Context: an optimization exercise on an open-source flow, tuned for small area. The choices shown serve that exercise and are no tape-out recipe.
At most, simulation tests tie the RTL to the original design; equivalence was not proved.
Power is estimated from default activity; no workload was simulated.

JK:
Design us_ctrl_top, start of the top module:
module us_ctrl_top
#(
	parameter int START_DELAY = 10,   
	parameter int SCK_HALF    = 2     
) (
	input  logic      clk,
	input  logic      rst_n,
	input  logic      psel,
	input  logic      penable,
	input  logic      pwrite,
	input  us_reg_pkg::apb_addr_t paddr,
	input  us_reg_pkg::apb_data_t pwdata,
	output us_reg_pkg::apb_data_t prdata,
	output logic      pready,
	output logic      pslverr,
	output logic      bf_spi_cs_n,
	output logic      bf_spi_sck,
	output logic      bf_spi_sdo,
	input  logic      bf_spi_sdi,
	output logic      bf_tx_en,
	output logic      fifo_en,
	output logic      pulser_en,
	output logic      txrx_spi_en,
	output logic      txrx_sw_off,
	output logic      bf_reset,
	output us_reg_pkg::mux_cnt_t  mux_cnt
);
Size: ~400 flip-flops, about 19000 um^2 of cells after synthesis.
clock: 6.0 ns
lec_check: 0
cap_margin: 5
core_margin: 2
core_utilization: 40
cts_buf_list: sky130_fd_sc_hd__clkbuf_4
slew_margin: 5
run.sh (not shown) runs the stock make flow with config.mk's settings and CLKGATE_MAP_FILE= SYNTH_SCRIPT=/design/flow/synth_recipe.tcl, a recipe that flattens the netlist after the stock synthesis.
JK: PASS, flow complete, no timing, DRC or antenna violations
Here is what was changed in the inputs of MS compared with JK.
--- a/flow/config.mk
+++ b/flow/config.mk
@@ -6,7 +6,6 @@
 export NUM_CORES = 4
 export LEC_CHECK = 0
-export CAP_MARGIN = 5
+export CAP_MARGIN = 20
 export CORE_MARGIN = 2
 export CORE_UTILIZATION = 40
-export CTS_BUF_LIST = sky130_fd_sc_hd__clkbuf_4
-export SLEW_MARGIN = 5
+export SLEW_MARGIN = 20
==> summary.txt <==
[MS vs JK] clock buffer count: lower in MS
Actual slew at the worst max-slew pin: MS vs JK down 0.37 ns
Looking at post-detailed-routing wire length across MS and JK, the one that comes out higher is JK.
Per the comparison of MS with JK, die area ~0 delta; post-route cell area up about 0.66%.
Function was not checked in any run of this note: the RTL went through the layout flow alone.

* * *

## build 64
us_ctrl_top, a different RTL version from the one above (not shown whole).
Size in the first run: ~1,600 cells after synthesis, ~390 flip-flops, about 100 I/O pins, roughly 17,000 um^2 of cells after synthesis.
// us_ctrl_top
module us_ctrl_top
#(
	parameter int START_DELAY = 10,   
	parameter int SCK_HALF    = 2     
) (
	input  logic      clk,
	input  logic      rst_n,
	input  logic      psel,
	input  logic      penable,
	input  logic      pwrite,
	input  us_reg_pkg::apb_addr_t paddr,
	input  us_reg_pkg::apb_data_t pwdata,
	output us_reg_pkg::apb_data_t prdata,
	output logic      pready,
	output logic      pslverr,
	output logic      bf_spi_cs_n,
	output logic      bf_spi_sck,
	output logic      bf_spi_sdo,
	input  logic      bf_spi_sdi,
	output logic      bf_tx_en,
	output logic      fifo_en,
	output logic      pulser_en,
	output logic      txrx_spi_en,
	output logic      txrx_sw_off,
	output logic      bf_reset,
	output us_reg_pkg::mux_cnt_t  mux_cnt
);
	localparam int W   = us_acq_pkg::BF_WORD_W;   
	localparam int DLY_W = $clog2(START_DELAY + 1);
	assign pready = 1'b1;   
	logic wr_acc, rd_acc, wr_ctrl, status_rd;
	logic spi_start, acq_start;
	logic [W-1:0] tx_word;
	logic [7:0]   num_bits;
	logic [31:0]  tx_len, init_dly, samples;
	assign wr_acc    = psel & penable & pwrite;
	assign rd_acc    = psel & penable & ~pwrite;
	assign wr_ctrl   = wr_acc && (paddr == us_reg_pkg::REG_CTRL);
	assign status_rd = rd_acc && (paddr == us_reg_pkg::REG_STATUS);
	always_ff @(posedge clk or negedge rst_n) begin
		if (!rst_n) begin
			spi_start <= 1'b0;
			acq_start <= 1'b0;
		end else begin
			spi_start <= wr_ctrl & pwdata[us_reg_pkg::CTRL_SPI_START];
			acq_start <= wr_ctrl & pwdata[us_reg_pkg::CTRL_ACQ_START];
		end
	end
	always_ff @(posedge clk or negedge rst_n) begin
		if (!rst_n) begin
			pulser_en   <= 1'b0;
			txrx_spi_en <= 1'b0;
			txrx_sw_off <= 1'b0;
  ...
clock: 6.0 ns
lec_check: 0
abc_area: 1
cap_margin: 20
core_margin: 2
core_utilization: 60
gpl_timing_driven: 0
place_density: 0.75
slew_margin: 20
standard.sh (not shown) runs the stock make flow with config.mk's settings and CLKGATE_MAP_FILE= SYNTH_SCRIPT=/design/flow/synth_recipe.tcl, a recipe that flattens the netlist after the stock synthesis.
==> flow/flow/run.sh <==
#!/bin/bash
set -euo pipefail
W=$PWD
rm -rf "$W/abc_scripts"
cp -r "$FLOW_HOME/scripts" "$W/abc_scripts"
cp "$W/flow/abc_area.script" "$W/abc_scripts/abc_area.script"
SCRIPTS_DIR="$W/abc_scripts" bash standard.sh synth > "$W/synth.log" 2>&1
export BUFFER_PORTS_ARGS="-buffer_cell sky130_fd_sc_hd__buf_1"
export CTS_ARGS="-sink_clustering_enable -repair_clock_nets -sink_clustering_size 16 -sink_clustering_max_diameter 60 -buf_list sky130_fd_sc_hd__clkbuf_8 -dont_use_dummy_load"
bash standard.sh > "$W/layout.log" 2>&1
==> flow/flow/abc_area.script <==
strash
&get -n
&dch -f
&nf -a -p -R 1000
&put
Build 64: done, clean on timing, DRC and antenna
The inputs of build 30 differ from those of build 64 as listed below.
==> flow/flow/run.sh <==
#!/bin/bash
set -euo pipefail
W=$PWD
rm -rf "$W/abc_scripts"
cp -r "$FLOW_HOME/scripts" "$W/abc_scripts"
cp "$W/flow/abc_area.script" "$W/abc_scripts/abc_area.script"
SCRIPTS_DIR="$W/abc_scripts" bash standard.sh synth > "$W/synth.log" 2>&1
export BUFFER_PORTS_ARGS="-buffer_cell sky130_fd_sc_hd__buf_1"
export CTS_ARGS="-sink_clustering_enable -repair_clock_nets -sink_clustering_size 16 -sink_clustering_max_diameter 40 -buf_list sky130_fd_sc_hd__clkbuf_8 -dont_use_dummy_load"
bash standard.sh > "$W/layout.log" 2>&1
==> flow/flow/abc_area.script <==
strash
&get -n
&deepsyn -T 60
&dch -f
&nf -a -p -R 1000
&put
diff --git a/flow/config.mk b/flow/config.mk
--- a/flow/config.mk
+++ b/flow/config.mk
@@ -10,5 +10,7 @@
 export CORE_MARGIN = 2
 export CORE_UTILIZATION = 60
-export GPL_TIMING_DRIVEN = 0
+export CTS_BUF_LIST = sky130_fd_sc_hd__clkbuf_16
+export CTS_CLUSTER_DIAMETER = 60
+export CTS_CLUSTER_SIZE = 24
 export PLACE_DENSITY = 0.75
 export SLEW_MARGIN = 20
Notes after the runs:
Compared with build 64, build 30 degrades worst IR drop on VDD.
Relative to build 64, power has gone down in build 30.
Build 64 reports its origin of the worst setup path as tx_rem[0] while build 30 reports paddr[2].
Re final non-filler cell total: build 64 was higher than build 30.
From build 64 to build 30 the numbers moved as follows: worst path arrival time went down; clock power share went up.
| worst hold slack | higher: build 64 |
Relative slew slack in build 30 is 10 points above build 64.
Looking at standard cell with the maximum stage delay on the critical path, the sky130_fd_sc_hd__or2_0 result is from build 64; the sky130_fd_sc_hd__o21ai_0 one comes from build 30.
| final wirelength | build 30 vs build 64 | better |

* * *

Setup of job 101:
Another version of the RTL of us_ctrl_top (not shown whole).
For scale: ~400 flip-flops, about 100 I/O pins, about 18000 µm² of cells after synthesis.
Design us_ctrl_top, start of the top module:
module us_ctrl_top
#(
	parameter int START_DELAY = 10,   
	parameter int SCK_HALF    = 2     
) (
	input  logic      clk,
	input  logic      rst_n,
	input  logic      psel,
	input  logic      penable,
	input  logic      pwrite,
	input  us_reg_pkg::apb_addr_t paddr,
	input  us_reg_pkg::apb_data_t pwdata,
	output us_reg_pkg::apb_data_t prdata,
	output logic      pready,
	output logic      pslverr,
	output logic      bf_spi_cs_n,
	output logic      bf_spi_sck,
	output logic      bf_spi_sdo,
	input  logic      bf_spi_sdi,
	output logic      bf_tx_en,
	output logic      fifo_en,
	output logic      pulser_en,
	output logic      txrx_spi_en,
	output logic      txrx_sw_off,
	output logic      bf_reset,
	output us_reg_pkg::mux_cnt_t  mux_cnt
);
	localparam int W   = us_acq_pkg::BF_WORD_W;   
	localparam int DLY_W = $clog2(START_DELAY + 1);
	assign pready = 1'b1;   
	logic wr_acc, rd_acc, wr_ctrl, status_rd;
	logic spi_start, acq_start;
	logic [W-1:0] tx_word;
	logic [7:0]   num_bits;
	logic [31:0]  tx_len, init_dly, samples;
	assign wr_acc    = psel & penable & pwrite;
	assign rd_acc    = psel & penable & ~pwrite;
	assign wr_ctrl   = wr_acc && (paddr == us_reg_pkg::REG_CTRL);
	assign status_rd = rd_acc && (paddr == us_reg_pkg::REG_STATUS);
	always_ff @(posedge clk or negedge rst_n) begin
		if (!rst_n) begin
  ...
clock: 6.0 ns
lec_check: 0
abc_area: 1
cap_margin: 20
core_margin: 2
core_utilization: 60
cts_buf_list: sky130_fd_sc_hd__clkbuf_16
cts_cluster_diameter: 60
cts_cluster_size: 24
place_density: 0.75
slew_margin: 20
==> flow/flow/run.sh <==
#!/bin/bash
set -euo pipefail
W=$PWD
rm -rf "$W/abc_scripts"
cp -r "$FLOW_HOME/scripts" "$W/abc_scripts"
cp "$W/flow/abc_area.script" "$W/abc_scripts/abc_area.script"
SCRIPTS_DIR="$W/abc_scripts" bash standard.sh synth > "$W/synth.log" 2>&1
bash standard.sh > "$W/layout.log" 2>&1
==> flow/flow/abc_area.script <==
strash
&get -n
&dch -f
&nf -a -R 1000
&put
Job 101: full flow OK, the timing, DRC and antenna checks passed
Relative to job 101, the following input files were edited for job 102:
# job 101
export LEC_CHECK = 0
export ABC_AREA = 1
export CAP_MARGIN = 20
export CORE_MARGIN = 2
export CORE_UTILIZATION = 60
export CTS_BUF_LIST = sky130_fd_sc_hd__clkbuf_16
export CTS_CLUSTER_DIAMETER = 60
export CTS_CLUSTER_SIZE = 24
export PLACE_DENSITY = 0.75
export SLEW_MARGIN = 20
create_clock -name core_clock -period 6.0 [get_ports {clk}]
# job 102
export LEC_CHECK = 0
export ABC_AREA = 1
export CAP_MARGIN = 0
export CORE_MARGIN = 2
export CORE_UTILIZATION = 60
export CTS_BUF_LIST = sky130_fd_sc_hd__clkbuf_16
export CTS_CLUSTER_DIAMETER = 60
export CTS_CLUSTER_SIZE = 24
export PLACE_DENSITY = 0.75
export SLEW_MARGIN = 0
create_clock -name core_clock -period 6.0 [get_ports {clk}]
-- flow/flow/run.sh --
<<< job 101, line 7
SCRIPTS_DIR="$W/abc_scripts" bash standard.sh synth > "$W/synth.log" 2>&1
bash standard.sh > "$W/layout.log" 2>&1
>>> job 102, line 7
SCRIPTS_DIR="$W/abc_scripts" bash standard.sh synth > "$W/synth.log" 2>&1
export BUFFER_PORTS_ARGS="-buffer_cell sky130_fd_sc_hd__buf_1"
export CTS_ARGS="-sink_clustering_enable -repair_clock_nets -sink_clustering_size 24 -sink_clustering_max_diameter 60 -buf_list sky130_fd_sc_hd__clkbuf_16 -dont_use_dummy_load"
bash standard.sh > "$W/layout.log" 2>&1
## What came out
- Diff job 101..job 102 | core area | negligible
- Re final estimated routing congestion in global placement: job 102 and job 101 aren't equal, and the lower value belongs to job 102.
- Per the comparison of job 102 with job 101, share of total power in the clock network went down by 4.4 points, total via count in the routed design went down by about 0.5%.
#### Input delta (job 103 over job 102)
# job 102
export LEC_CHECK = 0
export ABC_AREA = 1
export CAP_MARGIN = 0
export CORE_MARGIN = 2
export CORE_UTILIZATION = 60
export CTS_BUF_LIST = sky130_fd_sc_hd__clkbuf_16
export CTS_CLUSTER_DIAMETER = 60
export CTS_CLUSTER_SIZE = 24
export PLACE_DENSITY = 0.75
export SLEW_MARGIN = 0
create_clock -name core_clock -period 6.0 [get_ports {clk}]
# job 103
export LEC_CHECK = 0
export ABC_AREA = 1
export CAP_MARGIN = 20
export CORE_MARGIN = 2
export CORE_UTILIZATION = 60
export CTS_BUF_LIST = sky130_fd_sc_hd__clkbuf_16
export CTS_CLUSTER_DIAMETER = 60
export CTS_CLUSTER_SIZE = 24
export PLACE_DENSITY = 0.75
export SLEW_MARGIN = 20
create_clock -name core_clock -period 6.0 [get_ports {clk}]
--- outcome ---
Diff job 102..job 103 | number of hold buffers added after cts | unchanged. Re total of plain and repair buffers excluding clock buffers: no difference whatsoever between job 102 and job 103. Taking job 102 as the reference, in job 103 die area ~0 delta; depth of the worst hold-timing path about even; power barely changed; post-CTS setup buffer count comparable. From job 103 to job 102, design area did not move at all. Placer's final routability congestion estimate: job 102 vs job 103 identical. The data required time at the worst endpoint of job 103 and that of job 102 are within noise of each other.
## Diff of input files: job 104 against job 103
==> flow/flow/run.sh <==
#!/bin/bash
set -euo pipefail
W=$PWD
rm -rf "$W/abc_scripts"
cp -r "$FLOW_HOME/scripts" "$W/abc_scripts"
cp "$W/flow/abc_area.script" "$W/abc_scripts/abc_area.script"
SCRIPTS_DIR="$W/abc_scripts" bash standard.sh synth > "$W/synth.log" 2>&1
export BUFFER_PORTS_ARGS="-buffer_cell sky130_fd_sc_hd__buf_1"
export CTS_ARGS="-sink_clustering_enable -repair_clock_nets -sink_clustering_size 32 -sink_clustering_max_diameter 50 -buf_list sky130_fd_sc_hd__clkbuf_16 -dont_use_dummy_load"
bash standard.sh > "$W/layout.log" 2>&1
[summary]
- The relative contribution of combinational cells to total power of job 104 is lower than that of job 103.
- Job 104 vs job 103, total wire length went up by 0.74%.
- Job 104 contains more vias than job 103.
- In the final reports, the cell area of job 104 is larger than that of job 103.
- Taking job 104 over job 103, the total clock buffers created by CTS ratio works out to 1.4.
- Global-route track usage on met1 in job 104 is 0.50 points higher than in job 103
- In the tables for job 104 and job 103, count of clock buffers in the final design reads higher with job 104.
- Job 104 against job 103: filler-free cell count of the finished design picked up an extra 10, sequential portion of the cell area lower, clock-pin slew on the worst setup and hold paths comparable.
No functional check of the RTL was part of any run of this note.

## afterwards: timing with drivers on the ports
Ports are ideal in the flow. The routed layouts listed here were re-timed in OpenROAD.
Step 1: set_driving_cell puts a clkbuf_16 on clk and a buf_2 on each other input, an assumption about the parent block.
Step 2, shift: input delay + t, output delay - t, t = (earliest + latest rising clock arrival at the registers) / 2. This alone moves slack from input paths to output paths.
a / b / c = ideal ports / drivers / drivers and shift; a / b = the first two.
run | shift t [ns] | setup slack, ns | slew at the worst register clock pin (ns)
JK | 0.911 | 0.364 / 0.340 / 0.340 | 0.08 / 0.08
MS | 0.639 | 0.314 / 0.290 / 0.290 | 0.07 / 0.07
build 64 | 0.594 | 0.106 / 0.056 / 0.346 | 0.10 / 0.10
build 30 | 0.608 | 0.315 / 0.292 / 0.292 | 0.08 / 0.08
job 101 | 0.617 | 0.218 / 0.193 / 0.193 | 0.09 / 0.09
job 102 | 0.605 | 0.715 / 0.694 / 0.694 | 0.09 / 0.09
job 103 | 0.605 | 0.715 / 0.694 / 0.694 | 0.09 / 0.09
job 104 | 0.573 | 0.703 / 0.681 / 0.681 | 0.08 / 0.08
After both steps every run listed still meets setup and hold. The setup slack of job 101, which loses most, moves by -0.025 ns with the drivers and by -0.025 ns with both steps.
